This is an optimization exercise on Yosys and OpenROAD, whose aim is small area, a short achievable clock period and few clock cycles, not a production implementation.
RTL that was checked went through simulation tests only; none was proved equivalent to the original.
Only the layout flow was run in runs 2 to 6; the RTL was not checked for function there.
Power is estimated from default activity; no workload was simulated.

--- design/flow/config.mk ---
export PLATFORM = sky130hd
export DESIGN_NAME = chip8_cpu
export DESIGN_NICKNAME = chip8_cpu
export VERILOG_FILES = /design/flow/design.v
export SDC_FILE = /design/flow/constraint.sdc
export NUM_CORES = 4
export LEC_CHECK = 0
export ABC_AREA = 1
export CAP_MARGIN = 20
export CORE_MARGIN = 2
export CORE_UTILIZATION = 40
export CTS_BUF_LIST = sky130_fd_sc_hd__clkbuf_8
export CTS_CLUSTER_SIZE = 30
export PLACE_DENSITY = 0.6
export SETUP_SLACK_MARGIN = 4.2
export SLEW_MARGIN = 20
--- design/flow/constraint.sdc ---
create_clock -name core_clock -period 7.0 [get_ports {clk}]
set_input_delay 1.4000 -clock core_clock [delete_from_list [all_inputs] [get_ports {clk}]]
set_output_delay 1.4000 -clock core_clock [all_outputs]
set_load 0.01 [all_outputs]
--- design/flow/design.v ---
`timescale 1ns/1ns
module chip8_cpu (
    input  logic        clk,
    input  logic        reset_i,
    output logic        mem_rd_valid_o,
    output logic [11:0] mem_rd_addr_o,
    input  logic        mem_rd_ready_i,
    input  logic [7:0]  mem_rd_data_i,
    output logic        mem_wr_valid_o,
    output logic [19:0] mem_wr_o,
    input  logic        mem_wr_ready_i
);
    logic [11:0] ra_q;
    logic        rv_q;
    logic [7:0]  hb_q;
    logic        hb_vy_q;          
    logic [11:1] st_q [0:15];
    logic [3:0]  sp_q;             
    logic        irv_q;
    logic [11:0] ir_q;
    logic [7:0]  ox_q, oy_q;       
    logic        d_wx, d_wf;       
    logic [2:0]  d_rs;             
    logic        d_subx;
    logic        d_skip, d_skne;
    logic        d_jv0, d_ldi, d_addi, d_bcd, d_blk;
    logic [7:0]  v_q [0:15];
    logic [11:0] i_q;
    logic        wv_q;
    logic [11:0] wa_q;
    logic [7:0]  wd_q;
    logic        blk_q;            
    logic        pend_q;
    logic [3:0]  idx_q;
    logic [3:0]  last_q;
    logic [1:0]  bh_q;             
    logic [6:0]  bv_q;             
    logic [11:1] ra_inc;
    logic [3:0]  x;
    logic [7:0]  kk;
    logic [11:0] nnn;
    assign x   = ir_q[11:8];
    assign kk  = ir_q[7:0];
    assign nnn = ir_q[11:0];
    logic [9:0] add_s;
    assign add_s = {1'b0, ox_q, 1'b1} + {1'b0, oy_q, d_subx};
    logic [7:0] res;
    logic       flag;
    always_comb begin
        case (d_rs)
            3'd0:    res = ~add_s[8:1];
            3'd1:    res = add_s[8:1];
            3'd2:    res = oy_q;
            3'd3:    res = ox_q | oy_q;
            3'd4:    res = ox_q & oy_q;
            3'd5:    res = ox_q ^ oy_q;
            3'd6:    res = {1'b0, ox_q[7:1]};
            default: res = {ox_q[6:0], 1'b0};
        endcase
        case (d_rs)
            3'd0:    flag = !add_s[9];
            3'd6:    flag = ox_q[0];
            3'd7:    flag = ox_q[7];
            default: flag = add_s[9];
        endcase
    end
    logic skip;
    assign skip = d_skip && ((ox_q == oy_q) ^ d_skne);
    logic issue, out_free;
    logic d_store, hazard, e_hold, e_done, e_redir, e_wr;
    logic [11:1] e_tgt;
    assign d_store = d_bcd || d_blk;
    assign hazard  = pend_q && blk_q &&
                     ((d_wx && (x >= idx_q) && (x <= last_q)) || (d_wf && (last_q == 4'hF)));
    assign e_hold  = (d_store && (pend_q || !out_free)) || hazard;
    assign e_done  = irv_q && !e_hold;
    assign e_redir = irv_q && (skip || d_jv0);
    assign e_wr    = irv_q && !hazard;
    logic [12:0] i_sum;
    assign i_sum = {i_q, 1'b1} + {4'd0, ox_q, d_blk};
    always_comb begin
        if (d_skip) e_tgt = ra_inc;
        else        e_tgt = nnn[11:1] + {4'd0, v_q[0][7:1]} + {10'd0, nnn[0] & v_q[0][0]};
    end
    always_ff @(posedge clk) begin
        if (e_wr && d_wx) v_q[x] <= res;
        if (e_wr && d_wf) v_q[15] <= {7'd0, flag};
    end
    always_ff @(posedge clk) begin
        if (reset_i)
            i_q <= 12'd0;
        else if (irv_q && d_ldi)
            i_q <= nnn;
        else if ((irv_q && d_addi) || (issue && d_blk))
            i_q <= i_sum[12:1];
    end
    logic [7:0] lb;
    logic [3:0] op, n;
    assign lb = mem_rd_data_i;
    assign op = hb_q[7:4];
    assign n  = lb[3:0];
    logic lo_call, lo_jump, lo_ret;
    assign lo_call = (op == 4'h2);
    assign lo_jump = (op == 4'h1) || lo_call;
    assign lo_ret  = (hb_q == 8'h00) && (lb == 8'hEE);
    assign ra_inc  = ra_q[11:1] + 11'd1;
    logic lo_ok, lo_may, lo_fire, hi_fire;
    assign lo_ok   = !irv_q || (!d_wx && !d_wf && !(d_store && (pend_q || !out_free)));
    assign lo_may  = !irv_q || (!d_wx && !d_wf && !(d_store && pend_q));
    assign hi_fire = mem_rd_ready_i && !ra_q[0];
    assign lo_fire = mem_rd_ready_i && ra_q[0] && lo_ok;
    logic       port_fetch;
    logic [7:0] port;
    assign port_fetch = ra_q[0] && lo_may && hb_vy_q;
    assign port       = v_q[port_fetch ? lb[7:4] : idx_q];
    logic       n_wx, n_wf, n_kk, n_subx, n_suby, n_skip, n_skne;
    logic       n_jv0, n_ldi, n_addi, n_bcd, n_blk;
    logic [2:0] n_rs;
    always_comb begin
        n_wx   = 1'b0;
        n_wf   = 1'b0;
        n_rs   = 3'd1;
        n_kk   = (op == 4'h3) || (op == 4'h4) || (op == 4'h6) || (op == 4'h7);
        n_subx = (op == 4'h8) && (n == 4'h7);
        n_suby = (op == 4'h8) && (n == 4'h5);
        n_skip = (op == 4'h3) || (op == 4'h4) ||
                 (((op == 4'h5) || (op == 4'h9)) && (n == 4'h0));
        n_skne = (op == 4'h4) || (op == 4'h9);
        n_jv0  = (op == 4'hB);
        n_ldi  = (op == 4'hA);
        n_addi = (op == 4'hF) && (lb == 8'h1E);
        n_bcd  = (op == 4'hF) && (lb == 8'h33);
        n_blk  = (op == 4'hF) && (lb == 8'h55);
        case (op)
            4'h6: begin n_wx = 1'b1; n_rs = 3'd2; end
            4'h7: begin n_wx = 1'b1; n_rs = 3'd1; end
            4'h8: begin
                n_wx = 1'b1;
                case (n)
                    4'h0: n_rs = 3'd2;
                    4'h1: n_rs = 3'd3;
                    4'h2: n_rs = 3'd4;
                    4'h3: n_rs = 3'd5;
                    4'h4, 4'h7: begin n_rs = 3'd1; n_wf = 1'b1; end
                    4'h5: begin n_rs = 3'd0; n_wf = 1'b1; end
                    4'h6: begin n_rs = 3'd6; n_wf = 1'b1; end
                    4'hE: begin n_rs = 3'd7; n_wf = 1'b1; end
                    default: n_wx = 1'b0;
                endcase
            end
            default: ;
        endcase
    end
    always_ff @(posedge clk) begin
        if (reset_i) begin
            ra_q  <= 12'h200;
            rv_q  <= 1'b0;
            irv_q <= 1'b0;
        end else begin
            rv_q <= 1'b1;
            if (e_redir)
                ra_q <= {e_tgt, 1'b0};
            else if (hi_fire)
                ra_q[0] <= 1'b1;
            else if (lo_fire) begin
                if (lo_jump)
                    ra_q <= {hb_q[3:0], lb[7:1], 1'b0};
                else if (lo_ret)
                    ra_q <= {st_q[sp_q], 1'b0};
                else
                    ra_q <= {ra_inc, 1'b0};
            end
            if (lo_fire)
                irv_q <= 1'b1;
            else if (e_done)
                irv_q <= 1'b0;
        end
    end
    always_ff @(posedge clk) begin
        if (hi_fire) begin
            hb_q    <= lb;
            hb_vy_q <= (lb[7:4] == 4'h5) || (lb[7:4] == 4'h8) || (lb[7:4] == 4'h9);
        end
        if (lo_fire) begin
            ir_q   <= {hb_q[3:0], lb};
            ox_q   <= n_blk ? {4'd0, hb_q[3:0]} :
                      (n_subx || n_suby) ? ~v_q[hb_q[3:0]] :
                      v_q[hb_q[3:0]];
            oy_q   <= n_kk ? lb : port;
            d_wx   <= n_wx;
            d_wf   <= n_wf;
            d_rs   <= n_rs;
            d_subx <= n_subx;
            d_skip <= n_skip;
            d_skne <= n_skne;
            d_jv0  <= n_jv0;
            d_ldi  <= n_ldi;
            d_addi <= n_addi;
            d_bcd  <= n_bcd;
            d_blk  <= n_blk;
        end
    end
    always_ff @(posedge clk) begin
        if (lo_fire && lo_call)
            st_q[sp_q + 4'd1] <= ra_inc;
    end
    always_ff @(posedge clk) begin
        if (reset_i)
            sp_q <= 4'hF;
        else if (lo_fire && lo_call)
            sp_q <= sp_q + 4'd1;
        else if (lo_fire && lo_ret)
            sp_q <= sp_q - 4'd1;
    end
    logic [1:0] hund;
    logic [7:0] rest;
    logic [3:0] tens, ones;
    logic [7:0] gbyte;
    assign hund  = (ox_q >= 8'd200) ? 2'd2 : (ox_q >= 8'd100) ? 2'd1 : 2'd0;
    assign rest  = ox_q - ((ox_q >= 8'd200) ? 8'd200 : (ox_q >= 8'd100) ? 8'd100 : 8'd0);
    assign tens  = bv_q / 7'd10;
    assign ones  = bv_q % 7'd10;
    assign gbyte = blk_q ? port : {4'd0, idx_q[1] ? ones : idx_q[0] ? tens : {2'd0, bh_q}};
    logic w_fire, gen_go;
    assign w_fire   = wv_q && mem_wr_ready_i;
    assign out_free = !wv_q || mem_wr_ready_i;
    assign issue    = irv_q && d_store && !pend_q && out_free;
    assign gen_go   = pend_q && out_free && !(blk_q && port_fetch);
    always_ff @(posedge clk) begin
        if (reset_i) begin
            wv_q   <= 1'b0;
            pend_q <= 1'b0;
        end else if (issue) begin
            wv_q   <= 1'b1;
            pend_q <= d_bcd || (x != 4'h0);
        end else if (gen_go) begin
            wv_q   <= 1'b1;
            pend_q <= (idx_q != last_q);
        end else if (w_fire) begin
            wv_q <= 1'b0;
        end
    end
    always_ff @(posedge clk) begin
        if (issue) begin
            blk_q  <= d_blk;
            last_q <= d_bcd ? 4'd2 : x;
            bh_q   <= hund;
            bv_q   <= rest[6:0];
            wa_q   <= i_q;
            wd_q   <= d_bcd ? {6'd0, hund} : v_q[0];
            idx_q  <= 4'd1;
        end else if (gen_go) begin
            wa_q  <= wa_q + 12'd1;
            wd_q  <= gbyte;
            idx_q <= idx_q + 4'd1;
        end
    end
    assign mem_rd_valid_o = rv_q;
    assign mem_rd_addr_o  = ra_q;
    assign mem_wr_valid_o = wv_q;
    assign mem_wr_o       = {wa_q, wd_q};
endmodule
--- design/flow/flow/run.sh ---
#!/bin/bash
# The standard layout, except that the port buffers are plain buffers
# (buf_4) instead of the delay cell buffer_ports picks by default.
set -euo pipefail
bash standard.sh 'BUFFER_PORTS_ARGS=-buffer_cell sky130_fd_sc_hd__buf_4' finish > standard_flow.log 2>&1
--- design/flow/standard.sh ---
#!/bin/bash
# synth_recipe.tcl (not shown) runs the flow's synth.tcl, then flattens the netlist and writes it again
# the make line also repeats each setting of config.mk as NAME=value (left out here)
make -C /OpenROAD-flow-scripts/flow DESIGN_CONFIG=/design/flow/config.mk WORK_HOME=/design/flow/orfs CLKGATE_MAP_FILE= SYNTH_SCRIPT=/design/flow/synth_recipe.tcl "${@:-finish}"
==> impl_metrics.py, run 1 <==
metrics = {
    "run_status": {
        "run_status": "complete, no violations",
    },
    "critical_path": {
        "timing.rr.start": "ox_q[0]",
        "critPathMaxStageDelay_ns": 0.49,
        "r2r_cells": 11,
        "cp.buffers_inverters": 1,
        "setup.worst_path.end": "mem_rd_addr_o[3]",
        "timing.critical_path.arrival_ns": 1.35,
        "worst_path_dominant_cell_family": "flip-flops",
        "critical_path_class": "flip-flop to output pin",
        "timing.critical_path.to_type": "output pin",
        "r2r_slack_ns": 4.31,
        "critical_path_required_ns": 5.60,
        "cp_cell_sequence": "buf_4",
        "critical_path.reg2reg.endpoint": "v_q[6][4]",
        "worst_setup_path_startpoint": "ra_q[3]",
        "startpoint_type": "flip-flop",
        "crit_path_max_fanout": 5,
        "cp_slowest_cell": "sky130_fd_sc_hd__dfxtp_1",
        "cp_num_cells": 1,
    },
    "synthesis": {
        "post_synth_fa_ha_maj_area_fraction_pct": 3.65,
        "seq_area_frac_synth_pct": 57.7,
        "synth-compound-area-share_pct": 16.6,
        "mappedNetlistArea_um2": 21600,
        "synthesis.instances": 2179,
        "main_combinational_cell_family_by_area_after_synthesis": "compound AO/OA/AOI/OAI gates",
        "synth.avg_cell_area_um2": 9.92,
        "ys_dominant_reg_cell": "sky130_fd_sc_hd__edfxtp_1",
        "synth.area.mux_share_pct": 0.880,
        "synth_edf_count": 381,
        "yosys_warning_count": 1,
        "synth.net_count": 2251,
        "postSynthRegisterBits": 432,
        "yosys.area_share.xor_xnor_pct": 2.11,
        "synth_cell_type_count": 51,
        "async_flop_share_pct": 0,
        "synth_simple_gate_area_share_pct": 13.4,
    },
    "placed_design": {
        "gpl.final_weighted_congestion": 0.951,
        "placed_cell_areas_um2": 22800,
        "io_buffer_count": 45,
        "dpl.cell_count": 2851,
        "place_hpwl_mm": 44.0,
        "dpl_worst_slack_ns": 2.96,
    },
    "clock_network": {
        "clk_transition_reported_paths_ns": 0.06,
        "num_clock_sinks": 432,
        "cts_tree": "done",
        "ctsHtreeMaxLevel": 3,
        "cts-hold-fix-buffers": 0,
        "clock_insertion_delay_worst_skew_ns": 0.68,
        "cts_made_buffers": 74,
        "clock_tree.buffer_depth": 3,
        "root_buffer": "sky130_fd_sc_hd__clkbuf_8",
    },
    "sta": {
        "timing.final.setup_violations": 0,
        "timing.final.crit_period_ns": 2.75,
        "final.setup.worst_slack_ns": 4.25,
        "timing.clock.skew_ns": 0.0454,
        "worst_pin_slew_ns": 0.800,
        "report.final.slew_viol_count": 0,
        "setup_repair_after_global_routing_missed_its_margin": "true",
        "fin_crit_sh_pct": 39.3,
        "achievable-frequency_mhz": 363,
        "finalHoldViolations": 0,
        "setup_tns_ns": 0,
        "worst_slew_margin_rel_pct": 46.7,
        "final.hold.worst_slack_ns": 0.456,
    },
    "global_routing": {
        "antenna_found_initial": 0,
        "first_pass_grt_wire_length_mm": 100,
        "first_global_vias": 16600,
        "overflow": 0,
        "grt_util_all_layers_pct": 23.8,
        "grt_max_degree": 87,
    },
    "routing": {
        "antenna_left": 0,
        "via_count": 17600,
        "firstDrtPassIters": 6,
        "drt_iter0_drc": 2058,
        "drt_drc_violations_left": 0,
        "wirelength_mm": 68.2,
        "via_per_inst": 5.72,
        "avgRoutedWirePerCell_um": 22.1,
    },
    "power_and_ir_drop": {
        "worst_ir_drop_on_vdd_mv": 0.171,
        "totalPowerFinal_mw": 6.40,
        "power_leakage_nw": 9.63,
        "cellPowerDensity_nw_per_um2": 250,
    },
    "final_layout": {
        "post-route-cell-area_um2": 25600,
        "area.sequential_um2": 12500,
        "multi_input_area_um2": 8400,
        "fill_cell_instance_count_of_the_final_layout": 4942,
        "flow.area_growth_from_synthesis_pct": 18.5,
        "post_route_cells_drive_above_1_share_pct": 15.8,
        "nets": 2401,
        "post_layout_nonfiller_instances": 3085,
        "utilization_pct": 47.8,
    },
    "floorplanning": {
        "core_area_um2": 53600,
        "io-pin-count": 46,
        "floorplan.die.width_um": 236,
        "rows": 85,
        "die-area_um2": 55900,
        "fp.dieH_um": 236,
        "start_util_pct": 40.3,
    },
    "hold_path": {
        "min_path_cells": 0,
        "hold_path.class": "flip-flop to flip-flop",
    },
    "run": {
        "max-cap-violations": 0,
    },
}
## cells by family (layout without fill, tap and decap cells)
| family | Yosys count | after routing |
|---|---|---|
| simple gates | 703 | 705 |
| compound gates | 602 | 602 |
| flops | 432 | 432 |
| buf+inv | 311 | 518 |
| fa+ha+maj | 60 | 60 |
| xor+xnor | 52 | 52 |
| mux | 19 | 19 |
| other cells | 0 | 1 |
## power by group
group | total, mW | internal (mW) | switching, mW | leakage [nW]
Combinational | 1.20 | 0.386 | 0.817 | 4.90
Sequential | 2.97 | 2.90 | 0.0705 | 3.91
Clock | 2.23 | 1.16 | 1.07 | 0.819
## cell usage in the layout, fill, tap and decap left out, drive strengths merged, types with 2 or more instances in the layout
cell        n
xor2       35
or2         3
a211oi      6
o221ai     47
nand2     285
a32oi       2
nand4      15
o22ai      37
dfxtp      51
a41oi       2
bufinv      4
nand3     107
o211ai     86
a31oi      11
xnor2      17
mux2i      19
nor3       14
o21ai     259
edfxtp    381
a22o        2
clkbuf     76
clkinvlp   13
nor3b       2
nand3b      2
a221oi      9
nor2      273
a21oi     128
ha         55
o2111ai     4
inv       232
fa          5
buf       167
a22oi       3
o311ai      2
nor4        3
clkinv     26
## synth_stat cells, drive strengths merged, types with 37 or more instances
library cell  instances  area [µm²]
a21oi               128         644
buf                  37         213
clkbuf               62         235
dfxtp                51        1020
edfxtp              381       11400
ha                   55         688
inv                 209         785
nand2               283        1080
nand3               107         536
nor2                273        1030
o211ai               86         646
o21ai               259        1300
o221ai               47         412
o22ai                37         231
## registers in the layout (all words and copies together) (netlist names), 12 cells and up, named ones only
register  count
st_q        176
wa_q         12
ra_q         12
v_q         128
ir_q         12
i_q          12
## how the worst min path moves through the flow
stage | startpoint | to | slack (ns)
after floorplan | hb_q[2] | ir_q[10] | 0.43
after global placement | hb_q[2] | ir_q[10] | 0.44
after detailed placement | hb_q[2] | ir_q[10] | 0.44
after CTS | hb_q[2] | ir_q[10] | 0.46
after global routing | hb_q[2] | ir_q[10] | 0.47
final | hb_q[2] | ir_q[10] | 0.46
## layout make-up
class                           count  area share, %
Sequential cell                   432           48.7
Multi-Input combinational cell   1438           32.8
Timing Repair Buffer              168           6.22
Clock buffer                       75           4.03
Tap cell                          696           3.40
Inverter                          212           3.25
Clock inverter                     60           1.56
Timing Repair inverter              3         0.0781
Antenna cell                        1        0.00977
## per-layer routing
layer / global-route usage (%) / up-vias / part of all wire, %
met5: 0 / - / 0
met4: 8.82 / 0 / 3.2
met3: 5.20 / 143 / 9.0
met2: 36.8 / 811 / 45
met1: 32.8 / 8559 / 42
li1: - / 8131 / -
## what timing repair did
action                     CTS  global route
resized for setup           59            52
gates cloned                 4             2
pin swaps                    9            21
setup endpoints to repair  379           376
buffers inserted            31            61
Testbench counts, summed over its fixed seeds: cycles 56,578.
==> run 2: changes to the inputs <==
--- a/design/flow/design.v
+++ b/design/flow/design.v
@@ -17,7 +17,7 @@
     logic [11:1] st_q [0:15];
     logic [3:0]  sp_q;             
     logic        irv_q;
-    logic [11:0] ir_q;
+    logic [3:0]  ir_q;
     logic [7:0]  ox_q, oy_q;       
     logic        d_wx, d_wf;       
     logic [2:0]  d_rs;             
@@ -37,11 +37,9 @@
     logic [6:0]  bv_q;             
     logic [11:1] ra_inc;
     logic [3:0]  x;
-    logic [7:0]  kk;
     logic [11:0] nnn;
-    assign x   = ir_q[11:8];
-    assign kk  = ir_q[7:0];
-    assign nnn = ir_q[11:0];
+    assign x   = ir_q;
+    assign nnn = {ir_q, oy_q};
     logic [9:0] add_s;
     assign add_s = {1'b0, ox_q, 1'b1} + {1'b0, oy_q, d_subx};
     logic [7:0] res;
@@ -120,7 +118,8 @@
         n_wx   = 1'b0;
         n_wf   = 1'b0;
         n_rs   = 3'd1;
-        n_kk   = (op == 4'h3) || (op == 4'h4) || (op == 4'h6) || (op == 4'h7);
+        n_kk   = (op == 4'h3) || (op == 4'h4) || (op == 4'h6) || (op == 4'h7) ||
+                 (op == 4'hA) || (op == 4'hB);
         n_subx = (op == 4'h8) && (n == 4'h7);
         n_suby = (op == 4'h8) && (n == 4'h5);
         n_skip = (op == 4'h3) || (op == 4'h4) ||
@@ -182,7 +181,7 @@
             hb_vy_q <= (lb[7:4] == 4'h5) || (lb[7:4] == 4'h8) || (lb[7:4] == 4'h9);
         end
         if (lo_fire) begin
-            ir_q   <= {hb_q[3:0], lb};
+            ir_q   <= hb_q[3:0];
             ox_q   <= n_blk ? {4'd0, hb_q[3:0]} :
                       (n_subx || n_suby) ? ~v_q[hb_q[3:0]] :
                       v_q[hb_q[3:0]];
--- a/design/flow/config.mk
+++ b/design/flow/config.mk
@@ -9,8 +9,9 @@
 export CAP_MARGIN = 20
 export CORE_MARGIN = 2
 export CORE_UTILIZATION = 40
-export CTS_BUF_LIST = sky130_fd_sc_hd__clkbuf_8
-export CTS_CLUSTER_SIZE = 30
+export CTS_BUF_LIST = sky130_fd_sc_hd__clkbuf_16
+export CTS_CLUSTER_DIAMETER = 120
+export CTS_CLUSTER_SIZE = 24
 export PLACE_DENSITY = 0.6
 export SETUP_SLACK_MARGIN = 4.2
 export SLEW_MARGIN = 20
==> impl_metrics.py, run 2 <==
metrics = {
    "synthesis": {
        "netlist.top_cell.by_area": "sky130_fd_sc_hd__edfxtp_1",
        "synth_most_common_cell": "sky130_fd_sc_hd__edfxtp_1",
        "post-synth-top-area-fraction_pct": 51.8,
        "synth_edf_count": 373,
        "seq_area_frac_synth_pct": 56.5,
        "synthesis.instances": 2238,
        "async_flop_share_pct": 0,
        "postSynthRegisterBits": 424,
        "synth.net_count": 2310,
        "ys_dominant_reg_cell": "sky130_fd_sc_hd__edfxtp_1",
        "synth_cell_type_count": 50,
        "synth_top_cells_by_count": "sky130_fd_sc_hd__edfxtp_1 (373), sky130_fd_sc_hd__nand2_1 (358), sky130_fd_sc_hd__inv_1 (233)",
        "synth.avg_cell_area_um2": 9.66,
        "netlist_top_cells_area": "sky130_fd_sc_hd__edfxtp_1 (52%), sky130_fd_sc_hd__nand2_1 (6.2%), sky130_fd_sc_hd__o21ai_0 (5.0%)",
        "yosys_warning_count": 1,
        "mappedNetlistArea_um2": 21600,
    },
    "critical_path": {
        "worst_path_dominant_cell_family": "buffers and inverters",
        "critical_path_required_ns": 7.28,
        "critical_path.reg2reg.endpoint": "v_q[10][2]",
        "timing.critical_path.to_type": "flip-flop",
        "cp.buffers_inverters": 4,
        "setup.worst_path.end": "v_q[10][2]",
        "critical_path_class": "flip-flop to flip-flop",
        "r2r_cells": 13,
        "cp_num_cells": 13,
        "timing.critical_path.arrival_ns": 3.05,
        "critPathMaxStageDelay_ns": 0.45,
        "crit_path_max_fanout": 4,
        "startpoint_type": "flip-flop",
        "cp_cell_sequence": "clkinvlp_4 -> ha_1 -> o21bai_1 -> nand2_1 -> a32oi_1 -> o22ai_1 -> nand3_2 -> nand3_4 -> inv_2 -> buf_4 -> nand3_4 -> nor2_4 -> buf_4",
        "cp_slowest_cell": "sky130_fd_sc_hd__edfxtp_1",
        "timing.rr.start": "ir_q[0]",
        "worst_setup_path_startpoint": "ir_q[0]",
        "r2r_slack_ns": 4.24,
    },
    "placed_design": {
        "gpl.final_weighted_congestion": 0.918,
        "placed_cell_areas_um2": 22800,
        "place_hpwl_mm": 44.1,
        "io_buffer_count": 45,
    },
    "global_routing": {
        "grt_max_degree": 70,
        "antenna_found_initial": 2,
        "overflow": 0,
        "first_global_vias": 16400,
        "grt_util_all_layers_pct": 23.0,
        "first_pass_grt_wire_length_mm": 99.3,
    },
    "routing": {
        "via_per_inst": 5.83,
        "avgRoutedWirePerCell_um": 22.1,
        "drt_drc_violations_left": 0,
        "drt_iter0_drc": 1950,
        "wirelength_mm": 67.2,
        "firstDrtPassIters": 6,
        "via_count": 17800,
        "antenna_left": 0,
    },
    "sta": {
        "worst_slew_margin_rel_pct": 46.6,
        "worst_pin_slew_ns": 0.800,
        "report.final.slew_viol_count": 0,
        "timing.clock.skew_ns": 0.0301,
        "timing.final.crit_period_ns": 2.76,
        "achievable-frequency_mhz": 362,
        "finalHoldViolations": 0,
        "fin_crit_sh_pct": 39.5,
        "setup_tns_ns": 0,
        "timing.final.setup_violations": 0,
        "final.hold.worst_slack_ns": 0.499,
        "setup_repair_after_global_routing_missed_its_margin": "true",
    },
    "final_layout": {
        "nets": 2405,
        "flip_flop_count_of_the_largest_register_after_layout": 176,
        "fill_cell_instance_count_of_the_final_layout": 4972,
        "layout.cells.most_common_list": "sky130_fd_sc_hd__edfxtp_1 (373), sky130_fd_sc_hd__nand2_1 (342), sky130_fd_sc_hd__inv_1 (228)",
        "post_route_cells_drive_above_1_share_pct": 13.8,
        "largest_registers": "st_q: 176 flops, v_q: 128 flops",
        "diodes": 0,
        "post-route-cell-area_um2": 25000,
        "leading_cell_type_in_the_layout_fill_and_taps_excluded": "sky130_fd_sc_hd__edfxtp_1",
        "regMostFlops": "st_q",
        "flow.area_growth_from_synthesis_pct": 15.9,
    },
    "clock_network": {
        "root_buffer": "sky130_fd_sc_hd__clkbuf_16",
        "cts_tree": "done",
        "clk_transition_reported_paths_ns": 0.11,
        "num_clock_sinks": 424,
        "clock_insertion_delay_worst_skew_ns": 0.58,
        "ctsHtreeMaxLevel": 1,
        "cts-hold-fix-buffers": 0,
        "clock_tree.buffer_depth": 3,
        "cts_made_buffers": 21,
    },
    "power_and_ir_drop": {
        "worst_ir_drop_on_vdd_mv": 0.145,
        "power_leakage_nw": 9.58,
        "cellPowerDensity_nw_per_um2": 238,
    },
    "floorplanning": {
        "io-pin-count": 46,
        "fp.dieH_um": 236,
        "start_util_pct": 40.3,
        "die-area_um2": 55900,
        "floorplan.die.width_um": 236,
        "rows": 85,
        "core_area_um2": 53600,
    },
    "run_status": {
        "run_status": "complete, no violations",
    },
    "hold_path": {
        "hold_path.class": "flip-flop to flip-flop",
    },
    "run": {
        "max-cap-violations": 0,
    },
}
[run 2: where the power goes]
part | switching [mW] | internal [mW] | total, mW
combinational | 1.04 | 0.501 | 1.54
clock | 0.816 | 0.600 | 1.42
sequential | 0.110 | 2.89 | 3.00
[run 2: how the worst min path moves through the flow]
stage | depth (start not counted) | slack, ns | end | from
after detailed placement | 2 | 0.48 | v_q[15][5] | v_q[15][5]
after CTS | 2 | 0.49 | v_q[15][5] | v_q[15][5]
after global routing | 0 | 0.52 | ir_q[3] | hb_q[3]
after floorplan | 2 | 0.45 | v_q[15][5] | v_q[15][5]
after global placement | 2 | 0.47 | v_q[15][5] | v_q[15][5]
final | 2 | 0.50 | i_q[6] | i_q[6]
[run 2: metrics by stage]
| stage | instances | setup slack, ns | power [mW] | utilization (%) |
|---|---|---|---|---|
| global placement | 2906 | 3.26 | 4.37 | 42.5 |
| global route | 3044 | 4.16 | 6.20 | 46.7 |
| detailed placement | 2906 | 3.25 | 4.40 | 42.5 |
| CTS | 3000 | 4.21 | 5.85 | 45.6 |
| floorplan | 2238 | 3.50 | 3.97 | - |
| finish | 3044 | 4.24 | 5.96 | 46.7 |
[run 2: tightest hold or removal path: cells and delay by family (launching register included)]
kind            cells  cell delay (ns)
compound gates      1             0.05
flops               1             0.34
simple gates        1             0.07
[run 2: what timing repair did]
action,in CTS,in global routing
gates resized for setup,70,52
endpoints found under the hold margin,0,0
cloned,3,1
endpoints found under the setup margin,423,413
buffers inserted,53,43
pin swaps,29,5
[run 2: layout make-up]
cell class	count	area [µm²]	area share [%]
Sequential cell	424	12200	48.9
Multi-Input combinational cell	1476	8640	34.5
Timing Repair Buffer	166	1710	6.81
Inverter	243	946	3.78
Tap cell	696	871	3.48
Clock buffer	23	576	2.30
Clock inverter	15	61.3	0.245
Timing Repair inverter	1	7.51	0.0300
[run 2: cell families (layout without fill, tap and decap cells)]
group	Yosys count	after routing	synth area share, %
compound gates	575	575	16.0
fa+ha+maj	60	60	3.65
simple gates	772	775	14.9
xor+xnor	49	49	1.99
mux	17	17	0.787
flops	424	424	56.5
buf+inv	341	448	6.20
[run 2: routing by layer]
layer | share of wire, % | routed length [µm] | up-vias | GRT usage, %
met3 | 8.2 | 5540 | 128 | 2.72
met4 | 2.9 | 1950 | 0 | 6.16
met2 | 45 | 30400 | 897 | 36.3
met1 | 44 | 29300 | 8624 | 33.5
li1 | - | - | 8109 | -
met5 | 0 | 0 | - | 0
==> run 3: changes to the inputs <==
--- a/design/flow/design.v
+++ b/design/flow/design.v
@@ -17,7 +17,7 @@
     logic [11:1] st_q [0:15];
     logic [3:0]  sp_q;             
     logic        irv_q;
-    logic [3:0]  ir_q;
+    logic [11:0] ir_q;
     logic [7:0]  ox_q, oy_q;       
     logic        d_wx, d_wf;       
     logic [2:0]  d_rs;             
@@ -37,11 +37,20 @@
     logic [6:0]  bv_q;             
     logic [11:1] ra_inc;
     logic [3:0]  x;
+    logic [7:0]  kk;
     logic [11:0] nnn;
-    assign x   = ir_q;
-    assign nnn = {ir_q, oy_q};
+    assign x   = ir_q[11:8];
+    assign kk  = ir_q[7:0];
+    assign nnn = ir_q[11:0];
     logic [9:0] add_s;
-    assign add_s = {1'b0, ox_q, 1'b1} + {1'b0, oy_q, d_subx};
+    pfx_add #(.W(8)) u_alu_add (
+        .a (ox_q),
+        .b (oy_q),
+        .ci(d_subx),
+        .s (add_s[8:1]),
+        .co(add_s[9])
+    );
+    assign add_s[0] = 1'b0;
     logic [7:0] res;
     logic       flag;
     always_comb begin
@@ -76,9 +85,18 @@
     assign e_wr    = irv_q && !hazard;
     logic [12:0] i_sum;
     assign i_sum = {i_q, 1'b1} + {4'd0, ox_q, d_blk};
+    logic [11:0] jv0_s;
+    logic        jv0_co;
+    pfx_add #(.W(12)) u_jv0_add (
+        .a (nnn),
+        .b ({4'd0, v_q[0]}),
+        .ci(1'b0),
+        .s (jv0_s),
+        .co(jv0_co)
+    );
     always_comb begin
         if (d_skip) e_tgt = ra_inc;
-        else        e_tgt = nnn[11:1] + {4'd0, v_q[0][7:1]} + {10'd0, nnn[0] & v_q[0][0]};
+        else        e_tgt = jv0_s[11:1];
     end
     always_ff @(posedge clk) begin
         if (e_wr && d_wx) v_q[x] <= res;
@@ -118,8 +136,7 @@
         n_wx   = 1'b0;
         n_wf   = 1'b0;
         n_rs   = 3'd1;
-        n_kk   = (op == 4'h3) || (op == 4'h4) || (op == 4'h6) || (op == 4'h7) ||
-                 (op == 4'hA) || (op == 4'hB);
+        n_kk   = (op == 4'h3) || (op == 4'h4) || (op == 4'h6) || (op == 4'h7);
         n_subx = (op == 4'h8) && (n == 4'h7);
         n_suby = (op == 4'h8) && (n == 4'h5);
         n_skip = (op == 4'h3) || (op == 4'h4) ||
@@ -181,7 +198,7 @@
             hb_vy_q <= (lb[7:4] == 4'h5) || (lb[7:4] == 4'h8) || (lb[7:4] == 4'h9);
         end
         if (lo_fire) begin
-            ir_q   <= hb_q[3:0];
+            ir_q   <= {hb_q[3:0], lb};
             ox_q   <= n_blk ? {4'd0, hb_q[3:0]} :
                       (n_subx || n_suby) ? ~v_q[hb_q[3:0]] :
                       v_q[hb_q[3:0]];
@@ -259,3 +276,33 @@
     assign mem_wr_valid_o = wv_q;
     assign mem_wr_o       = {wa_q, wd_q};
 endmodule
+module pfx_add #(parameter W = 8) (
+    input  logic [W-1:0] a,
+    input  logic [W-1:0] b,
+    input  logic         ci,
+    output logic [W-1:0] s,
+    output logic         co
+);
+    localparam L = $clog2(W + 1);
+    localparam N = W + 1;
+    logic [(L+1)*N-1:0] g;
+    logic [(L+1)*N-1:0] p;
+    assign g[N-1:0] = {a & b, ci};
+    assign p[N-1:0] = {a ^ b, 1'b0};
+    genvar l, i;
+    generate
+        for (l = 0; l < L; l = l + 1) begin : lv
+            for (i = 0; i < N; i = i + 1) begin : bt
+                if (i >= (1 << l)) begin : mrg
+                    assign g[(l+1)*N+i] = g[l*N+i] | (p[l*N+i] & g[l*N+i-(1<<l)]);
+                    assign p[(l+1)*N+i] = p[l*N+i] & p[l*N+i-(1<<l)];
+                end else begin : cpy
+                    assign g[(l+1)*N+i] = g[l*N+i];
+                    assign p[(l+1)*N+i] = p[l*N+i];
+                end
+            end
+        end
+    endgenerate
+    assign s  = p[N-1:1] ^ g[L*N+W-1:L*N];
+    assign co = g[L*N+W];
+endmodule
==> impl_metrics.py, run 3 <==
metrics = {
    "synthesis": {
        "netlist.top_cell.by_area": "sky130_fd_sc_hd__edfxtp_1",
        "async_flop_share_pct": 0,
        "postSynthRegisterBits": 432,
        "ys_dominant_reg_cell": "sky130_fd_sc_hd__edfxtp_1",
        "synth.net_count": 2374,
        "post-synth-top-area-fraction_pct": 51.9,
        "netlist_top_cells_area": "sky130_fd_sc_hd__edfxtp_1 (52%), sky130_fd_sc_hd__nand2_1 (5.8%), sky130_fd_sc_hd__o21ai_0 (5.5%)",
        "synth_edf_count": 381,
        "synth_cell_type_count": 51,
        "synth.avg_cell_area_um2": 9.58,
        "seq_area_frac_synth_pct": 56.5,
        "mappedNetlistArea_um2": 22000,
        "synthesis.instances": 2302,
        "synth_most_common_cell": "sky130_fd_sc_hd__edfxtp_1",
        "yosys_warning_count": 1,
        "synth_top_cells_by_count": "sky130_fd_sc_hd__edfxtp_1 (381), sky130_fd_sc_hd__nand2_1 (343), sky130_fd_sc_hd__inv_1 (248), sky130_fd_sc_hd__nor2_1 (248), sky130_fd_sc_hd__o21ai_0 (243)",
    },
    "global_routing": {
        "overflow": 0,
        "grt_max_degree": 90,
        "first_pass_grt_wire_length_mm": 101,
        "first_global_vias": 16500,
        "grt_util_all_layers_pct": 23.0,
        "antenna_found_initial": 0,
    },
    "floorplanning": {
        "io-pin-count": 46,
        "start_util_pct": 40.2,
        "die-area_um2": 57000,
        "fp.dieH_um": 239,
        "floorplan.die.width_um": 239,
        "rows": 86,
        "core_area_um2": 54800,
    },
    "final_layout": {
        "post-route-cell-area_um2": 25100,
        "largest_registers": "st_q: 176 flops, v_q: 128 flops",
        "nets": 2439,
        "layout.cells.most_common_list": "sky130_fd_sc_hd__edfxtp_1 (381), sky130_fd_sc_hd__nand2_1 (328), sky130_fd_sc_hd__inv_1 (247)",
        "leading_cell_type_in_the_layout_fill_and_taps_excluded": "sky130_fd_sc_hd__edfxtp_1",
        "post_route_cells_drive_above_1_share_pct": 12.5,
        "regMostFlops": "st_q",
        "flip_flop_count_of_the_largest_register_after_layout": 176,
        "flow.area_growth_from_synthesis_pct": 13.9,
        "fill_cell_instance_count_of_the_final_layout": 5060,
        "utilization_pct": 45.8,
    },
    "placed_design": {
        "dpl_worst_slack_ns": 3.07,
        "gpl.final_weighted_congestion": 0.921,
        "placed_cell_areas_um2": 23100,
        "io_buffer_count": 45,
        "place_hpwl_mm": 44.0,
    },
    "critical_path": {
        "timing.rr.start": "d_bcd",
        "critical_path.reg2reg.endpoint": "oy_q[7]",
        "timing.critical_path.arrival_ns": 3.19,
        "worst_setup_path_startpoint": "mem_rd_data_i[2]",
        "startpoint_type": "input pin",
        "crit_path_max_fanout": 12,
        "timing.critical_path.to_type": "flip-flop",
        "setup.worst_path.end": "ox_q[3]",
        "critical_path_required_ns": 7.40,
        "r2r_cells": 14,
        "r2r_slack_ns": 4.27,
        "critical_path_class": "input pin to flip-flop",
    },
    "clock_network": {
        "ctsHtreeMaxLevel": 1,
        "cts_made_buffers": 22,
        "clock_tree.buffer_depth": 3,
        "clk_transition_reported_paths_ns": 0.11,
        "root_buffer": "sky130_fd_sc_hd__clkbuf_16",
        "cts-hold-fix-buffers": 0,
        "num_clock_sinks": 432,
        "cts_tree": "done",
        "clock_insertion_delay_worst_skew_ns": 0.60,
    },
    "routing": {
        "via_count": 17800,
        "wirelength_mm": 67.8,
        "antenna_left": 0,
        "drt_iter0_drc": 2162,
        "drt_drc_violations_left": 0,
        "firstDrtPassIters": 6,
        "avgRoutedWirePerCell_um": 22.0,
        "via_per_inst": 5.76,
    },
    "sta": {
        "achievable-frequency_mhz": 358,
        "finalHoldViolations": 0,
        "setup_tns_ns": 0,
        "fin_crit_sh_pct": 40.0,
        "timing.clock.skew_ns": 0.0587,
        "worst_pin_slew_ns": 0.966,
        "worst_slew_margin_rel_pct": 35.5,
        "timing.final.setup_violations": 0,
        "setup_repair_after_global_routing_missed_its_margin": "true",
        "report.final.slew_viol_count": 0,
        "timing.final.crit_period_ns": 2.80,
        "final.setup.worst_slack_ns": 4.20,
    },
    "power_and_ir_drop": {
        "totalPowerFinal_mw": 6.08,
        "cellPowerDensity_nw_per_um2": 242,
        "worst_ir_drop_on_vdd_mv": 0.244,
        "power_leakage_nw": 9.38,
    },
    "hold_path": {
        "hold_path.class": "flip-flop to flip-flop",
    },
    "run_status": {
        "run_status": "complete, no violations",
    },
    "run": {
        "max-cap-violations": 0,
    },
}
run 3: kinds of logic after synthesis:
group                    count (synthesis)  synth area share, %
flip-flops                             432                 56.5
XOR/XNOR                                41                 1.63
AND/OR/NAND/NOR                        802                 15.2
buffers and inverters                  364                 6.65
adder cells (fa/ha/maj)                 60                 3.54
multiplexers                             2               0.0908
AO/OA/AOI/OAI                          601                 16.3
run 3: layer usage:
| layer | part of all wire (%) | wire, µm | global-route usage [%] | vias up |
|---|---|---|---|---|
| met5 | 0 | 0 | 0 | - |
| met3 | 7.5 | 5060 | 2.61 | 99 |
| met4 | 2.3 | 1560 | 5.44 | 0 |
| met1 | 45 | 30400 | 33.9 | 8704 |
| li1 | - | - | - | 8257 |
| met2 | 45 | 30900 | 36.3 | 718 |
run 3: power by group:
group / leakage [nW] / switching (mW) / internal (mW)
clock: 0.369 / 0.843 / 0.589
sequential: 3.89 / 0.120 / 2.95
combinational: 5.12 / 1.08 / 0.497
total: 9.38 / 2.04 / 4.04
run 3: critical path: stages:
cell	delay (ns)
sky130_fd_sc_hd__buf_4	0.18
sky130_fd_sc_hd__inv_1	0.06
sky130_fd_sc_hd__nor2_1	0.20
sky130_fd_sc_hd__nand2_1	0.08
sky130_fd_sc_hd__nor2_1	0.29
sky130_fd_sc_hd__a31oi_1	0.10
sky130_fd_sc_hd__inv_2	0.22
sky130_fd_sc_hd__xor2_1	0.31
sky130_fd_sc_hd__nor2_1	0.07
sky130_fd_sc_hd__a21oi_1	0.28
run 3: worst min-delay path by stage:
stage,startpoint,end,slack [ns],cells after the start
floorplan,hb_q[2],ir_q[10],0.43,0
finish,hb_q[1],ir_q[9],0.45,0
global placement,hb_q[1],ir_q[9],0.43,0
detailed placement,hb_q[1],ir_q[9],0.43,0
CTS,hb_q[1],ir_q[9],0.46,0
global route,hb_q[2],ir_q[10],0.49,0
run 3: layout make-up:
cell class | instances | area, µm² | area share (%)
Inverter | 258 | 1010 | 4.02
Tap cell | 704 | 881 | 3.51
Clock inverter | 18 | 101 | 0.404
Timing Repair inverter | 3 | 22.5 | 0.0897
Multi-Input combinational cell | 1512 | 8670 | 34.6
Clock buffer | 22 | 551 | 2.19
Timing Repair Buffer | 138 | 1380 | 5.51
Sequential cell | 432 | 12500 | 49.7
Antenna cell | 1 | 2.50 | 0.00997
run 3: per-stage QoR:
| stage | hold WS (ns) | cells |
|---|---|---|
| after global placement | 0.427 | 2970 |
| after floorplan | 0.426 | 2302 |
| final | 0.452 | 3088 |
| after CTS | 0.459 | 3053 |
| after global routing | 0.491 | 3087 |
| after detailed placement | 0.434 | 2971 |
run 3: what timing repair did:
action	CTS	global route
pin swaps	24	12
endpoints found under the setup margin	370	380
gates resized for setup	80	41
cloned	5	5
setup buffers	37	29
==> run 4: changes to the inputs <==
--- a/design/flow/config.mk
+++ b/design/flow/config.mk
@@ -13,5 +13,5 @@
 export CTS_CLUSTER_DIAMETER = 120
 export CTS_CLUSTER_SIZE = 24
 export PLACE_DENSITY = 0.6
-export SETUP_SLACK_MARGIN = 4.2
+export SETUP_SLACK_MARGIN = 4.3
 export SLEW_MARGIN = 20
==> impl_metrics.py, run 4 <==
metrics = {
    "run_status": {
        "run_status": "complete, no violations",
    },
    "final_layout": {
        "utilization_pct": 47.3,
        "fill_cell_instance_count_of_the_final_layout": 5010,
        "largest_registers": "st_q: 176 flops, v_q: 128 flops",
        "flip_flop_count_of_the_largest_register_after_layout": 176,
        "flow.area_growth_from_synthesis_pct": 17.4,
        "nets": 2489,
        "regMostFlops": "st_q",
        "layout.cells.most_common_list": "sky130_fd_sc_hd__edfxtp_1 (381), sky130_fd_sc_hd__nand2_1 (320), sky130_fd_sc_hd__inv_1 (245)",
        "post_route_cells_drive_above_1_share_pct": 15.4,
        "leading_cell_type_in_the_layout_fill_and_taps_excluded": "sky130_fd_sc_hd__edfxtp_1",
    },
    "routing": {
        "firstDrtPassIters": 6,
        "drt_drc_violations_left": 0,
        "via_per_inst": 5.80,
        "wirelength_mm": 69.4,
        "via_count": 18200,
        "avgRoutedWirePerCell_um": 22.1,
        "antenna_left": 0,
        "drt_iter0_drc": 2055,
    },
    "critical_path": {
        "r2r_slack_ns": 4.28,
        "r2r_cells": 9,
        "timing.rr.start": "ox_q[4]",
        "timing.critical_path.to_type": "flip-flop",
        "crit_path_max_fanout": 5,
        "critical_path_required_ns": 7.34,
        "timing.critical_path.arrival_ns": 3.07,
        "critical_path.reg2reg.endpoint": "bv_q[6]",
        "startpoint_type": "flip-flop",
        "critical_path_class": "flip-flop to flip-flop",
        "worst_setup_path_startpoint": "ox_q[4]",
    },
    "power_and_ir_drop": {
        "cellPowerDensity_nw_per_um2": 240,
        "worst_ir_drop_on_vdd_mv": 0.195,
        "power_leakage_nw": 9.77,
    },
    "synthesis": {
        "synth_most_common_cell": "sky130_fd_sc_hd__edfxtp_1",
        "netlist.top_cell.by_area": "sky130_fd_sc_hd__edfxtp_1",
        "synth.avg_cell_area_um2": 9.58,
        "ys_dominant_reg_cell": "sky130_fd_sc_hd__edfxtp_1",
        "synth_cell_type_count": 51,
        "async_flop_share_pct": 0,
        "synth.net_count": 2374,
        "synthesis.instances": 2302,
        "synth_top_cells_by_count": "sky130_fd_sc_hd__edfxtp_1 (381), sky130_fd_sc_hd__nand2_1 (343), sky130_fd_sc_hd__inv_1 (248), sky130_fd_sc_hd__nor2_1 (248), sky130_fd_sc_hd__o21ai_0 (243)",
        "seq_area_frac_synth_pct": 56.5,
        "synth_edf_count": 381,
        "post-synth-top-area-fraction_pct": 51.9,
        "mappedNetlistArea_um2": 22000,
        "postSynthRegisterBits": 432,
        "yosys_warning_count": 1,
        "netlist_top_cells_area": "sky130_fd_sc_hd__edfxtp_1 (52%), sky130_fd_sc_hd__nand2_1 (5.8%), sky130_fd_sc_hd__o21ai_0 (5.5%)",
    },
    "global_routing": {
        "overflow": 0,
        "grt_max_degree": 127,
        "grt_util_all_layers_pct": 23.5,
        "antenna_found_initial": 1,
        "first_global_vias": 16700,
        "first_pass_grt_wire_length_mm": 102,
    },
    "clock_network": {
        "cts_made_buffers": 22,
        "ctsHtreeMaxLevel": 1,
        "root_buffer": "sky130_fd_sc_hd__clkbuf_16",
        "num_clock_sinks": 432,
        "clock_insertion_delay_worst_skew_ns": 0.59,
        "cts-hold-fix-buffers": 0,
        "clk_transition_reported_paths_ns": 0.11,
        "clock_tree.buffer_depth": 3,
        "cts_tree": "done",
    },
    "hold_path": {
        "min_to": "ir_q[8]",
        "min_path_cells": 0,
        "min-delay-start": "hb_q[0]",
        "hold_path.class": "flip-flop to flip-flop",
    },
    "floorplanning": {
        "start_util_pct": 40.2,
        "fp.dieH_um": 239,
        "rows": 86,
        "io-pin-count": 46,
        "core_area_um2": 54800,
        "floorplan.die.width_um": 239,
        "die-area_um2": 57000,
    },
    "sta": {
        "timing.final.crit_period_ns": 2.72,
        "achievable-frequency_mhz": 367,
        "fin_crit_sh_pct": 38.9,
        "worst_pin_slew_ns": 0.920,
        "report.final.slew_viol_count": 0,
        "setup_tns_ns": 0,
        "timing.final.setup_violations": 0,
        "setup_repair_after_global_routing_missed_its_margin": "true",
        "finalHoldViolations": 0,
        "worst_slew_margin_rel_pct": 38.3,
        "timing.clock.skew_ns": 0.0444,
    },
    "placed_design": {
        "gpl.final_weighted_congestion": 0.877,
        "io_buffer_count": 45,
        "place_hpwl_mm": 43.7,
    },
    "run": {
        "max-cap-violations": 0,
    },
}
## run 4: cell counts after synthesis
Identical to the previous run, type by type.
## run 4: cells by family after synthesis
group,after synthesis,share of synthesized area [%]
buffers and inverters,364,6.65
and+or+nand+nor,802,15.2
DFF,432,56.5
adders and majority gates,60,3.54
AOI/OAI and AO/OA,601,16.3
muxes,2,0.0908
xor gates and xnor gates,41,1.63
## run 4: worst max path at each step
stage               slack (ns)           to  cells past startpoint
finish                    4.28      bv_q[6]                      9
CTS                       4.25      ra_q[9]                     15
global placement          3.07       pend_q                      9
detailed placement        3.03      wd_q[1]                      8
global route              4.21      bv_q[6]                      9
floorplan                 3.28  st_q[13][0]                      7
## run 4: worst max-delay path: stages, from the launching register on
cell and delay [ns]:
sky130_fd_sc_hd__edfxtp_1 0.46, sky130_fd_sc_hd__inv_2 0.14, sky130_fd_sc_hd__buf_4 0.16, sky130_fd_sc_hd__a311oi_2 0.57, sky130_fd_sc_hd__nor2_1 0.20, sky130_fd_sc_hd__ha_1 0.26
sky130_fd_sc_hd__fa_1 0.40, sky130_fd_sc_hd__nand2_1 0.09, sky130_fd_sc_hd__a21oi_1 0.07, sky130_fd_sc_hd__xor2_1 0.16
## run 4: power by group
group          switching (mW)  total, mW  internal [mW]  leakage, nW
logic                    1.15       1.72          0.572         5.51
registers              0.0969       3.05           2.95         3.89
clock network           0.848       1.44          0.590        0.371
total                    2.09       6.21           4.11         9.77
## run 4: through the flow
stage	power, mW	setup slack, ns	cell area [µm²]	instances	hold WS [ns]
after floorplan	4.06	3.28	22200	2302	0.426
after CTS	6.01	4.25	25000	3081	0.461
final	6.21	4.28	25900	3138	0.463
after global placement	4.48	3.07	23200	2973	0.432
after global routing	6.47	4.21	25900	3137	0.470
after detailed placement	4.50	3.03	23200	2973	0.436
## run 4: area by class of cell
| class | instances | area [µm²] | share of cell area (%) |
|---|---|---|---|
| Timing Repair inverter | 3 | 20.0 | 0.0773 |
| Timing Repair Buffer | 183 | 1960 | 7.57 |
| Clock buffer | 22 | 551 | 2.13 |
| Inverter | 258 | 1020 | 3.94 |
| Sequential cell | 432 | 12500 | 48.2 |
| Multi-Input combinational cell | 1517 | 8870 | 34.3 |
| Tap cell | 704 | 881 | 3.40 |
| Antenna cell | 1 | 2.50 | 0.00967 |
| Clock inverter | 18 | 100 | 0.387 |
## run 4: routing by layer
| layer | track usage [%] | routed length (µm) | vias up |
|---|---|---|---|
| li1 | - | - | 8364 |
| met1 | 33.7 | 29600 | 8838 |
| met2 | 36.4 | 31200 | 835 |
| met3 | 3.55 | 6060 | 153 |
| met4 | 7.69 | 2470 | 0 |
| met5 | 0 | 0 | - |
## run 4: repair_timing
action | in CTS | in global routing
endpoints found under the setup margin | 463 | 400
setup buffers | 61 | 47
resized for setup | 81 | 95
cloned | 7 | 9
pin swaps | 37 | 19
==> run 5: changes to the inputs <==
--- a/design/flow/design.v
+++ b/design/flow/design.v
@@ -84,7 +84,15 @@
     assign e_redir = irv_q && (skip || d_jv0);
     assign e_wr    = irv_q && !hazard;
     logic [12:0] i_sum;
-    assign i_sum = {i_q, 1'b1} + {4'd0, ox_q, d_blk};
+    logic        i_co;
+    pfx_add #(.W(12)) u_i_add (
+        .a (i_q),
+        .b ({4'd0, ox_q}),
+        .ci(d_blk),
+        .s (i_sum[12:1]),
+        .co(i_co)
+    );
+    assign i_sum[0] = 1'b0;
     logic [11:0] jv0_s;
     logic        jv0_co;
     pfx_add #(.W(12)) u_jv0_add (
@@ -119,7 +127,14 @@
     assign lo_call = (op == 4'h2);
     assign lo_jump = (op == 4'h1) || lo_call;
     assign lo_ret  = (hb_q == 8'h00) && (lb == 8'hEE);
-    assign ra_inc  = ra_q[11:1] + 11'd1;
+    logic ra_co;
+    pfx_add #(.W(11)) u_ra_inc (
+        .a (ra_q[11:1]),
+        .b (11'd0),
+        .ci(1'b1),
+        .s (ra_inc),
+        .co(ra_co)
+    );
     logic lo_ok, lo_may, lo_fire, hi_fire;
     assign lo_ok   = !irv_q || (!d_wx && !d_wf && !(d_store && (pend_q || !out_free)));
     assign lo_may  = !irv_q || (!d_wx && !d_wf && !(d_store && pend_q));
--- a/design/flow/config.mk
+++ b/design/flow/config.mk
@@ -13,5 +13,5 @@
 export CTS_CLUSTER_DIAMETER = 120
 export CTS_CLUSTER_SIZE = 24
 export PLACE_DENSITY = 0.6
-export SETUP_SLACK_MARGIN = 4.3
+export SETUP_SLACK_MARGIN = 4.2
 export SLEW_MARGIN = 20
==> impl_metrics.py, run 5 <==
metrics = {
    "sta": {
        "achievable-frequency_mhz": 354,
        "timing.final.setup_violations": 0,
        "worst_pin_slew_ns": 0.980,
        "timing.final.crit_period_ns": 2.82,
        "worst_slew_margin_rel_pct": 34.6,
        "timing.clock.skew_ns": 0.0209,
        "setup_repair_after_global_routing_missed_its_margin": "true",
        "finalHoldViolations": 0,
        "report.final.slew_viol_count": 0,
        "setup_tns_ns": 0,
        "fin_crit_sh_pct": 40.3,
        "final.setup.worst_slack_ns": 4.18,
    },
    "final_layout": {
        "leading_cell_type_in_the_layout_fill_and_taps_excluded": "sky130_fd_sc_hd__edfxtp_1",
        "post_route_cells_drive_above_1_share_pct": 13.0,
        "nets": 2343,
        "regMostFlops": "st_q",
        "multi_input_area_um2": 8640,
        "flip_flop_count_of_the_largest_register_after_layout": 176,
        "largest_registers": "st_q: 176 flops, v_q: 128 flops",
        "flow.area_growth_from_synthesis_pct": 13.9,
        "area.sequential_um2": 12500,
        "post_layout_nonfiller_instances": 2983,
        "fill_cell_instance_count_of_the_final_layout": 4974,
        "layout.cells.most_common_list": "sky130_fd_sc_hd__edfxtp_1 (381), sky130_fd_sc_hd__nand2_1 (263), sky130_fd_sc_hd__o21ai_0 (227)",
    },
    "routing": {
        "wirelength_mm": 67.8,
        "drt_iter0_drc": 2084,
        "antenna_left": 0,
        "via_per_inst": 5.79,
        "via_count": 17300,
        "avgRoutedWirePerCell_um": 22.7,
        "firstDrtPassIters": 5,
        "drt_drc_violations_left": 0,
    },
    "critical_path": {
        "worst_path_dominant_cell_family": "simple AND/OR/NAND/NOR gates",
        "timing.critical_path.to_type": "flip-flop",
        "critical_path_required_ns": 7.27,
        "startpoint_type": "flip-flop",
        "critical_path_class": "flip-flop to flip-flop",
        "timing.critical_path.arrival_ns": 3.09,
        "cp_slowest_cell": "sky130_fd_sc_hd__edfxtp_1",
        "critPathMaxStageDelay_ns": 0.43,
        "cp_cell_sequence": "nor2_2 -> nor2_4 -> nand2_2 -> nand2_8 -> nand2_4 -> nand2_4 -> o211ai_1 -> nand3_1 -> nand3_1 -> nand2_1 -> nand2_1 -> o21ai_0",
        "crit_path_max_fanout": 12,
        "cp.buffers_inverters": 0,
    },
    "clock_network": {
        "num_clock_sinks": 432,
        "root_buffer": "sky130_fd_sc_hd__clkbuf_16",
        "cts-hold-fix-buffers": 0,
        "clk_transition_reported_paths_ns": 0.11,
        "ctsHtreeMaxLevel": 1,
        "clock_insertion_delay_worst_skew_ns": 0.57,
        "clock_tree.buffer_depth": 3,
        "cts_tree": "done",
        "cts_made_buffers": 21,
    },
    "synthesis": {
        "synth.avg_cell_area_um2": 9.97,
        "yosys_warning_count": 1,
        "ys_dominant_reg_cell": "sky130_fd_sc_hd__edfxtp_1",
        "synth.net_count": 2266,
        "netlist_top_cells_area": "sky130_fd_sc_hd__edfxtp_1 (52%), sky130_fd_sc_hd__o21ai_0 (5.4%), sky130_fd_sc_hd__nand2_1 (4.7%)",
        "async_flop_share_pct": 0,
        "synth_cell_type_count": 57,
        "synth_top_cells_by_count": "sky130_fd_sc_hd__edfxtp_1 (381), sky130_fd_sc_hd__nand2_1 (275), sky130_fd_sc_hd__nor2_1 (259)",
        "synth_edf_count": 381,
        "netlist.top_cell.by_area": "sky130_fd_sc_hd__edfxtp_1",
        "synthesis.instances": 2194,
        "post-synth-top-area-fraction_pct": 52.3,
        "seq_area_frac_synth_pct": 56.9,
        "postSynthRegisterBits": 432,
        "mappedNetlistArea_um2": 21900,
        "synth_most_common_cell": "sky130_fd_sc_hd__edfxtp_1",
    },
    "global_routing": {
        "overflow": 0,
        "grt_max_degree": 89,
        "first_pass_grt_wire_length_mm": 100,
        "first_global_vias": 16200,
        "antenna_found_initial": 1,
        "grt_util_all_layers_pct": 23.2,
    },
    "floorplanning": {
        "fp.dieH_um": 238,
        "core_area_um2": 53900,
        "start_util_pct": 40.6,
        "io-pin-count": 46,
        "die-area_um2": 56600,
        "rows": 85,
        "floorplan.die.width_um": 238,
    },
    "run_status": {
        "run_status": "complete, no violations",
    },
    "placed_design": {
        "gpl.final_weighted_congestion": 0.911,
        "dpl.cell_count": 2863,
        "dpl_worst_slack_ns": 2.79,
        "place_hpwl_mm": 45.0,
        "io_buffer_count": 45,
    },
    "power_and_ir_drop": {
        "totalPowerFinal_mw": 6.04,
        "worst_ir_drop_on_vdd_mv": 0.137,
        "cellPowerDensity_nw_per_um2": 242,
        "power_leakage_nw": 9.29,
    },
    "run": {
        "max-cap-violations": 0,
    },
    "hold_path": {
        "hold_path.class": "flip-flop to flip-flop",
    },
}
## run 5: cell families after synthesis
group | after synthesis | synth area share, %
AND/OR/NAND/NOR | 688 | 13.0
buffers and inverters | 329 | 6.21
multiplexers | 36 | 1.65
AO/OA/AOI/OAI | 596 | 16.5
XOR/XNOR | 53 | 2.12
flip-flops | 432 | 56.9
adder cells (fa/ha/maj) | 60 | 3.57
## run 5: area by class of cell
cell class                 count  area share, %
multi-input combinational   1438           34.7
clock buffer                  21           2.11
timing repair buffer         144           5.70
tap                          696           3.50
inverter                     233           3.64
timing repair inverter         1         0.0301
clock inverter                17          0.276
antenna                        1         0.0100
sequential                   432           50.1
## run 5: power breakdown
group / internal, mW / leakage, nW / switching [mW] / total, mW
Clock: 0.555 / 0.349 / 0.809 / 1.36
Sequential: 2.95 / 3.83 / 0.122 / 3.07
Combinational: 0.519 / 5.12 / 1.09 / 1.60
Total: 4.02 / 9.29 / 2.02 / 6.04
## run 5: worst register-to-register path, stage by stage, from the launching register on
cell                       delay [ns]
sky130_fd_sc_hd__edfxtp_1        0.43
sky130_fd_sc_hd__nor2_2          0.20
sky130_fd_sc_hd__nor2_4          0.06
sky130_fd_sc_hd__nand2_2         0.20
sky130_fd_sc_hd__nand2_8         0.14
sky130_fd_sc_hd__nand2_4         0.25
sky130_fd_sc_hd__nand2_4         0.20
sky130_fd_sc_hd__o211ai_1        0.31
sky130_fd_sc_hd__nand3_1         0.12
sky130_fd_sc_hd__nand3_1         0.13
sky130_fd_sc_hd__nand2_1         0.18
sky130_fd_sc_hd__nand2_1         0.10
sky130_fd_sc_hd__o21ai_0         0.19
## run 5: path summary, 6_finish.rpt
kind	slack (ns)	startpoint	cells past startpoint	endpoint
worst max-delay path	4.18	d_blk	12	oy_q[0]
worst min-delay path	0.47	hb_q[1]	0	ir_q[9]
worst max register to register	4.18	d_blk	12	oy_q[0]
worst min register to register	0.47	hb_q[1]	0	ir_q[9]
## run 5: per-layer routing
layer	wire [µm]	share of wire [%]	GRT usage, %	vias to the layer above
li1	-	-	-	7970
met1	29300	43	33.0	8430
met2	31400	46	37.8	757
met3	5010	7.4	2.39	112
met4	2090	3.1	6.48	0
met5	0	0	0	-
## run 5: timing repair
| item | CTS | global route |
|---|---|---|
| cloned | 3 | 4 |
| setup buffers | 56 | 18 |
| pin swaps | 27 | 8 |
| gates resized for setup | 88 | 55 |
| endpoints found under the setup margin | 481 | 388 |
## run 5: metrics by stage
step | cell area, µm² | hold slack [ns] | util, %
2_1_floorplan | 21900 | 0.426 | -
3_3_place_gp | 22900 | 0.430 | 42.4
3_5_place_dp | 22900 | 0.451 | 42.4
4_1_cts | 24500 | 0.474 | 45.5
5_1_grt | 24900 | 0.487 | 46.2
6_report | 24900 | 0.469 | 46.2
==> run 6: changes to the inputs <==
--- a/design/flow/config.mk
+++ b/design/flow/config.mk
@@ -13,5 +13,5 @@
 export CTS_CLUSTER_DIAMETER = 120
 export CTS_CLUSTER_SIZE = 24
 export PLACE_DENSITY = 0.6
-export SETUP_SLACK_MARGIN = 4.2
+export SETUP_SLACK_MARGIN = 4.1
 export SLEW_MARGIN = 20
==> impl_metrics.py, run 6 <==
metrics = {
    "run_status": {
        "run_status": "complete, no violations",
    },
    "floorplanning": {
        "start_util_pct": 40.6,
        "fp.dieH_um": 238,
        "floorplan.die.width_um": 238,
        "rows": 85,
        "core_area_um2": 53900,
        "io-pin-count": 46,
        "die-area_um2": 56600,
    },
    "synthesis": {
        "synthesis.instances": 2194,
        "async_flop_share_pct": 0,
        "netlist.top_cell.by_area": "sky130_fd_sc_hd__edfxtp_1",
        "post-synth-top-area-fraction_pct": 52.3,
        "mappedNetlistArea_um2": 21900,
        "postSynthRegisterBits": 432,
        "synth.net_count": 2266,
        "ys_dominant_reg_cell": "sky130_fd_sc_hd__edfxtp_1",
        "synth_top_cells_by_count": "sky130_fd_sc_hd__edfxtp_1 (381), sky130_fd_sc_hd__nand2_1 (275), sky130_fd_sc_hd__nor2_1 (259)",
        "netlist_top_cells_area": "sky130_fd_sc_hd__edfxtp_1 (52%), sky130_fd_sc_hd__o21ai_0 (5.4%), sky130_fd_sc_hd__nand2_1 (4.7%)",
        "synth_most_common_cell": "sky130_fd_sc_hd__edfxtp_1",
        "synth_edf_count": 381,
        "synth.avg_cell_area_um2": 9.97,
        "yosys_warning_count": 1,
        "synth_cell_type_count": 57,
        "seq_area_frac_synth_pct": 56.9,
    },
    "critical_path": {
        "r2r_slack_ns": 4.19,
        "cp_cell_sequence": "buf_4 -> nor2_1 -> o21ai_0 -> nand2_2 -> nor2_4 -> nand2_1 -> nor2_4 -> buf_12",
        "timing.rr.start": "idx_q[0]",
        "cp_slowest_cell": "sky130_fd_sc_hd__nand2_2",
        "critical_path_class": "input pin to flip-flop",
        "r2r_cells": 11,
        "most_frequent_cell_on_the_critical_path": "sky130_fd_sc_hd__nor2_4",
        "critical_path.reg2reg.endpoint": "v_q[4][6]",
        "timing.critical_path.arrival_ns": 3.18,
        "crit_path_max_fanout": 15,
        "startpoint_type": "input pin",
        "critPathMaxStageDelay_ns": 0.37,
        "critical_path_required_ns": 7.29,
        "timing.critical_path.to_type": "flip-flop",
    },
    "final_layout": {
        "post_route_cells_drive_above_1_share_pct": 12.4,
        "utilization_pct": 46.0,
        "fill_cell_instance_count_of_the_final_layout": 4957,
        "leading_cell_type_in_the_layout_fill_and_taps_excluded": "sky130_fd_sc_hd__edfxtp_1",
        "nets": 2333,
        "layout.cells.most_common_list": "sky130_fd_sc_hd__edfxtp_1 (381), sky130_fd_sc_hd__nand2_1 (265), sky130_fd_sc_hd__o21ai_0 (229)",
        "largest_registers": "st_q: 176 flops, v_q: 128 flops",
        "flow.area_growth_from_synthesis_pct": 13.4,
        "flip_flop_count_of_the_largest_register_after_layout": 176,
        "regMostFlops": "st_q",
    },
    "sta": {
        "setup_repair_after_global_routing_missed_its_margin": "true",
        "timing.clock.skew_ns": 0.0505,
        "worst_slew_margin_rel_pct": 32.4,
        "fin_crit_sh_pct": 41.4,
        "worst_pin_slew_ns": 1.01,
        "finalHoldViolations": 0,
        "timing.final.setup_violations": 0,
        "setup_tns_ns": 0,
        "achievable-frequency_mhz": 345,
        "report.final.slew_viol_count": 0,
        "timing.final.crit_period_ns": 2.90,
    },
    "routing": {
        "wl_met1_mm": 29.5,
        "drt_iter0_drc": 2474,
        "drt_drc_violations_left": 0,
        "wirelength_mm": 68.6,
        "firstDrtPassIters": 7,
        "antenna_left": 0,
        "via_count": 17500,
        "via_per_inst": 5.88,
        "avgRoutedWirePerCell_um": 23.1,
        "route.top_layer_used": "met4",
        "met2WireLength_mm": 31.4,
        "route.met3.wl_mm": 5.58,
    },
    "global_routing": {
        "first_global_vias": 16200,
        "first_pass_grt_wire_length_mm": 101,
        "overflow": 0,
        "grt_max_degree": 69,
        "grt_util_all_layers_pct": 23.3,
        "antenna_found_initial": 1,
    },
    "power_and_ir_drop": {
        "worst_ir_drop_on_vdd_mv": 0.138,
        "totalPowerFinal_mw": 6.07,
        "cellPowerDensity_nw_per_um2": 245,
        "power_leakage_nw": 9.24,
    },
    "hold_path": {
        "hold_path.class": "flip-flop to flip-flop",
        "min_to": "ir_q[9]",
        "min_path_cells": 0,
        "min-delay-start": "hb_q[1]",
    },
    "clock_network": {
        "cts_tree": "done",
        "cts-hold-fix-buffers": 0,
        "clock_tree.buffer_depth": 3,
        "cts_made_buffers": 22,
        "ctsHtreeMaxLevel": 1,
        "root_buffer": "sky130_fd_sc_hd__clkbuf_16",
        "clock_insertion_delay_worst_skew_ns": 0.60,
        "num_clock_sinks": 432,
        "clk_transition_reported_paths_ns": 0.11,
    },
    "placed_design": {
        "io_buffer_count": 45,
        "place_hpwl_mm": 46.0,
        "gpl.final_weighted_congestion": 0.932,
    },
    "run": {
        "max-cap-violations": 0,
    },
}
-- run 6: metrics by stage --
stage	instances	setup slack (ns)	hold WS [ns]	area (µm²)
floorplan	2194	4.01	0.426	21900
global placement	2865	2.99	0.437	22800
detailed placement	2865	2.95	0.439	22800
CTS	2937	4.09	0.461	24200
global route	2973	3.99	0.491	24800
finish	2973	4.10	0.453	24800
-- run 6: power breakdown --
part,internal (mW),switching [mW],leakage [nW]
Clock,0.606,0.834,0.368
Combinational,0.503,1.06,5.05
Sequential,2.95,0.122,3.83
-- run 6: how the worst max path moves through the flow --
stage	endpoint	start	cells past startpoint	slack [ns]
after floorplan	st_q[0][0]	mem_rd_ready_i	6	4.01
after global placement	st_q[9][3]	mem_wr_ready_i	7	2.99
after detailed placement	st_q[9][10]	mem_wr_ready_i	7	2.95
after CTS	v_q[4][6]	idx_q[1]	13	4.09
after global routing	ra_q[11]	ra_q[1]	11	3.99
final	st_q[5][9]	mem_wr_ready_i	8	4.10
-- run 6: layout make-up --
| cell class | instances | area (µm²) | share of cell area, % |
|---|---|---|---|
| inverter | 233 | 903 | 3.64 |
| timing repair buffer | 132 | 1280 | 5.17 |
| clock buffer | 23 | 576 | 2.32 |
| tap | 696 | 871 | 3.51 |
| clock inverter | 16 | 77.6 | 0.313 |
| sequential | 432 | 12500 | 50.3 |
| timing repair inverter | 3 | 20.0 | 0.0807 |
| multi-input combinational | 1437 | 8600 | 34.7 |
| antenna | 1 | 2.50 | 0.0101 |
-- run 6: logic make-up after synthesis --
logic type	count (synthesis)	synth area share, %
simple gates	688	13.0
compound gates	596	16.5
flops	432	56.9
buf+inv	329	6.21
fa+ha+maj	60	3.57
xor+xnor	53	2.12
mux	36	1.65
-- run 6: timing repair --
item                                    in CTS  in global routing
gates cloned                                 4                  4
gates resized for setup                     97                 52
pin swaps                                   12                 17
endpoints found under the setup margin     463                394
setup buffers                               29                 31
-- run 6: worst max-delay path, delay by kind of cell --
kind / cells / cell delay, ns
buf+inv: 2 / 0.23
simple gates: 5 / 1.33
compound gates: 1 / 0.22
-- run 6: metal layers --
layer / up-vias / track usage (%)
met3: 131 / 2.39
li1: 7956 / -
met5: - / 0
met1: 8514 / 33.5
met2: 890 / 37.1
met4: 0 / 7.64

## afterwards: timing with drivers on the ports
No port has a modelled driver above. Below, the same layouts with a new extraction and two added sets of constraints.
Step 1 sets driving cells, clkbuf_16 on the clock port and buf_2 on the other inputs (assumed; they add their load-dependent delay and slew).
Step 2 also shifts input and output timing later by t, the mid clock arrival at the registers, as if the neighbouring blocks saw the same clock.
a / b / c = ideal ports / drivers / drivers and shift; a / b = the first two.
run | t (ns) | setup WS [ns] | worst setup path after step 2 | worst slew at a driven data input, ns
run 1 | 0.708 | 4.249 / 4.198 / 3.593 | input to register | 0.09
run 2 | 0.616 | 4.235 / 4.193 / 3.694 | input to register | 0.04
run 3 | 0.627 | 4.203 / 4.198 / 3.572 | input to register | 0.06
run 4 | 0.627 | 4.277 / 4.246 / 3.719 | input to register | 0.04
run 5 | 0.615 | 4.177 / 4.177 / 3.578 | input to register | 0.08
run 6 | 0.635 | 4.105 / 4.134 / 3.499 | input to register | 0.09
After both steps setup and hold are still met in every run listed. For run 1, which loses most, drivers alone change the setup slack by -0.051 ns; drivers and shift together by -0.656 ns.
